Context: an optimization exercise on an open-source flow, tuned for small area, a short achievable clock period and few clock cycles per item. The choices shown serve that exercise and are no tape-out recipe.
Function was checked by simulation only, so behaviour that the tests miss may differ from the original.

Setup of oak:
// aes_dec_top
module aes_dec_top (
    input  logic        clk,
    input  logic        rst_n,
    input  logic        avs_read_i,
    input  logic        avs_write_i,
    input  logic [3:0]  avs_address_i,
    input  logic [31:0] avs_writedata_i,
    output logic [31:0] avs_readdata_o,
    output logic        avs_waitrequest_o
);
Settings: LEC_CHECK=0, CAP_MARGIN=20, CORE_MARGIN=2, CORE_UTILIZATION=30, CTS_BUF_LIST=sky130_fd_sc_hd__clkbuf_8, CTS_CLUSTER_SIZE=30, SETUP_SLACK_MARGIN=2.8, SLEW_MARGIN=20, SYNTH_HIERARCHICAL=1; clock period 9.0 ns.
run.sh (not shown) runs the stock make flow with config.mk's settings and CLKGATE_MAP_FILE= SYNTH_SCRIPT=/design/flow/synth_recipe.tcl, a recipe that flattens the netlist after the stock synthesis.
Testbench counts of oak, summed over its fixed seeds: cycles 18,222, blocks 895.
Relative to oak, the following input files were edited for pine:
- PLACE_DENSITY now 0.8, previously not set
- SETUP_SLACK_MARGIN now 1.5, was 2.8
- pine ends up with lower number of standard cells in the final layout excluding fillers than oak does.
- Between oak and pine, routed length on met2 decreased.
- Cts-stage hold buffer count came out exactly the same in pine and oak.
- Compared with oak, in pine non-clock buffer count -88%; fmax saw a decrease.
- Summary of pine over oak: wire length of the first global-routing pass now sits lower; worst setup margin went down 0.80 ns; worst path buffer plus inverter count shrank by 1.
#### Input delta (birch over pine)
- SETUP_SLACK_MARGIN changed from 1.5 to 1.7
- PLACE_DENSITY removed (was 0.8)
birch: no failed stages, no open violations at the end
birch gives less sequential share of layout area than pine did.
birch has normalized max-slew margin below what pine had.
Compared to pine, birch has logic depth of the worst setup path including buffers about 17% higher.
Fraction of registers with async set or reset after synthesis across pine and birch: no real change.
Looking at highest clock frequency the design can meet across pine and birch, the one that comes out higher is birch.
Taking pine as the reference, in birch total routed wire length on the met1 layer +about 20%; clock buffer instance count of the final layout increased by 5.6% relative to the old numbers.
The number of sinks driven by the clock tree was comparable across pine and birch.
Comparing birch with pine, the clock slew at the register clock pins of the worst setup and hold paths came out essentially unchanged.
Input-level comparison between maple and birch:
- SETUP_SLACK_MARGIN changed from 1.7 to 2.0
[summary]
- Relative to birch, the total inserted antenna cells of maple is higher by 1.
- Final cycle utilization of the critical path, maple and birch: lower on maple
- Post-layout minimum cycle time (lower): maple
- Compared with birch, maple has extra setup slack.
- maple reports its startpoint of the worst setup timing path as i_aes_dec_core.state_q[35] while birch reports i_aes_dec_core.state_q[29].
- Between birch and maple, the met3 layer wire length in the routed design figures differ only marginally.
- Diff maple and birch: area overhead of the layout relative to synthesis higher in maple
- Compared with birch, the router placed more vias in maple.
- Compared with birch, in maple number of global-route vias before repair higher, overall routing resource usage roughly the same.

========
Starting RTL as in the previous note.
Settings: LEC_CHECK=0, CAP_MARGIN=20, CORE_MARGIN=2, CORE_UTILIZATION=30, CTS_BUF_LIST=sky130_fd_sc_hd__clkbuf_8, CTS_CLUSTER_SIZE=30, SETUP_SLACK_MARGIN=1.6, SLEW_MARGIN=20, SYNTH_HIERARCHICAL=1; clock period 9.0 ns.
Testbench counts at the start, summed over its fixed seeds: cycles 18,222, blocks 895.
Edit:
==> flow/flow/run.sh (new file) <==
#!/bin/bash
# Own flow: the standard ORFS layout with extra ORFS make variables
# (flow/make_args.txt) that only steer timing repair: which moves
# repair_timing may use. Everything else is standard.sh unchanged.
set -uo pipefail
ARGS=$(tr '\n' ' ' < flow/make_args.txt)
sed "s|\"\${@:-finish}\"|$ARGS \"\${@:-finish}\"|" standard.sh > my_standard.sh
bash my_standard.sh > standard.log 2>&1
==> flow/flow/make_args.txt (new file) <==
RECOVER_POWER=100
==> flow/standard.sh (new file) <==
#!/bin/bash
# synth_recipe.tcl (not shown) runs the flow's synth.tcl, then flattens the netlist and writes it again
# the make line also repeats each setting of config.mk as NAME=value (left out here)
make -C /OpenROAD-flow-scripts/flow DESIGN_CONFIG=/design/flow/config.mk WORK_HOME=/design/flow/orfs CLKGATE_MAP_FILE= SYNTH_SCRIPT=/design/flow/synth_recipe.tcl "${@:-finish}"
CTS_BUF_LIST = not set   (was sky130_fd_sc_hd__clkbuf_8)
CTS_CLUSTER_SIZE = not set   (was 30)
SETUP_SLACK_MARGIN = 1.4   (was 1.6)
removed: flow/run.sh
=> This time the run finished with max-capacitance violations, max-slew violations left; utilization goes down by 0.93 points; clock-buffer cell count goes down by 20; setup slack got worse by 0.71 ns; routed wire length goes down by 1.1%.
Edit:
==> flow/run.sh (new file) <==
#!/bin/bash
# synth_recipe.tcl (not shown) runs the flow's synth.tcl, then flattens the netlist and writes it again
# the make line also repeats each setting of config.mk as NAME=value (left out here)
make -C /OpenROAD-flow-scripts/flow DESIGN_CONFIG=/design/flow/config.mk WORK_HOME=/design/flow/orfs CLKGATE_MAP_FILE= SYNTH_SCRIPT=/design/flow/synth_recipe.tcl finish
SETUP_SLACK_MARGIN = 1.0   (was 1.4)
removed: flow/flow/run.sh
removed: flow/flow/make_args.txt
removed: flow/standard.sh
Effect: The changed run finished with timing, DRC and antenna clean; clock skew grows by 0.0066 ns; sequential share of layout area rose by 0.38 points; worst setup slack gains 0.25 ns; utilization went down by 0.46 points; cell area decreases by about 1.4%; die area does not change; count of clock-buffer cells in the layout stays the same.
Edit:
PLACE_DENSITY = 0.9   (was not set)
SETUP_SLACK_MARGIN = 1.5   (was 1.0)
Result: Worst setup slack gets better by 0.34 ns. Fmax climbs by 4.6%. Final area climbs by 3.3%. Synthesized cell count is unchanged. Core utilization climbs by 1.1 points. Clock skew climbs by 0.015 ns. Routed wire length drops by 2.8%.

-- port drivers added, routing unchanged --
Ports are ideal in the flow. The routed layouts listed here were re-timed in OpenROAD. Step 1, drivers: a clkbuf_16 drives clk and a buf_2 each remaining input, both assumed. Step 2 moves the port delays by t, midway between the first and last clock arrival at a register: inputs arrive t later, outputs are due t later. That takes back most of the time a late clock gives input paths. Three values: ideal ports, drivers, drivers and shift; two values: the first two.
run	t, ns	setup WS [ns]	worst hold slack (ns)	worst setup path at the end	worst slew at a driven data input, ns
oak	0.859	2.544 / 2.544 / 2.544	0.526 / 0.526 / 0.526	register to register	0.33
pine	0.801	1.743 / 1.743 / 1.743	0.518 / 0.518 / 0.518	register to register	0.14
birch	0.844	1.870 / 1.870 / 1.870	0.527 / 0.527 / 0.527	register to register	0.10
maple	0.842	2.197 / 2.197 / 2.197	0.510 / 0.510 / 0.510	register to register	0.11
the first run of note 2	0.843	1.788 / 1.788 / 1.788	0.514 / 0.514 / 0.514	register to register	0.10
the second run of note 2	0.742	1.078 / 1.078 / 0.638	0.524 / 0.524 / 0.524	input to register	0.11
the third run of note 2	0.742	1.326 / 1.326 / 1.326	0.525 / 0.525 / 0.525	register to register	0.11
the fourth run of note 2	0.746	1.664 / 1.664 / 1.664	0.519 / 0.519 / 0.519	register to register	0.08
For the second run of note 2, which loses most, drivers alone change the setup slack by 0.000 ns; drivers and shift together by -0.440 ns.
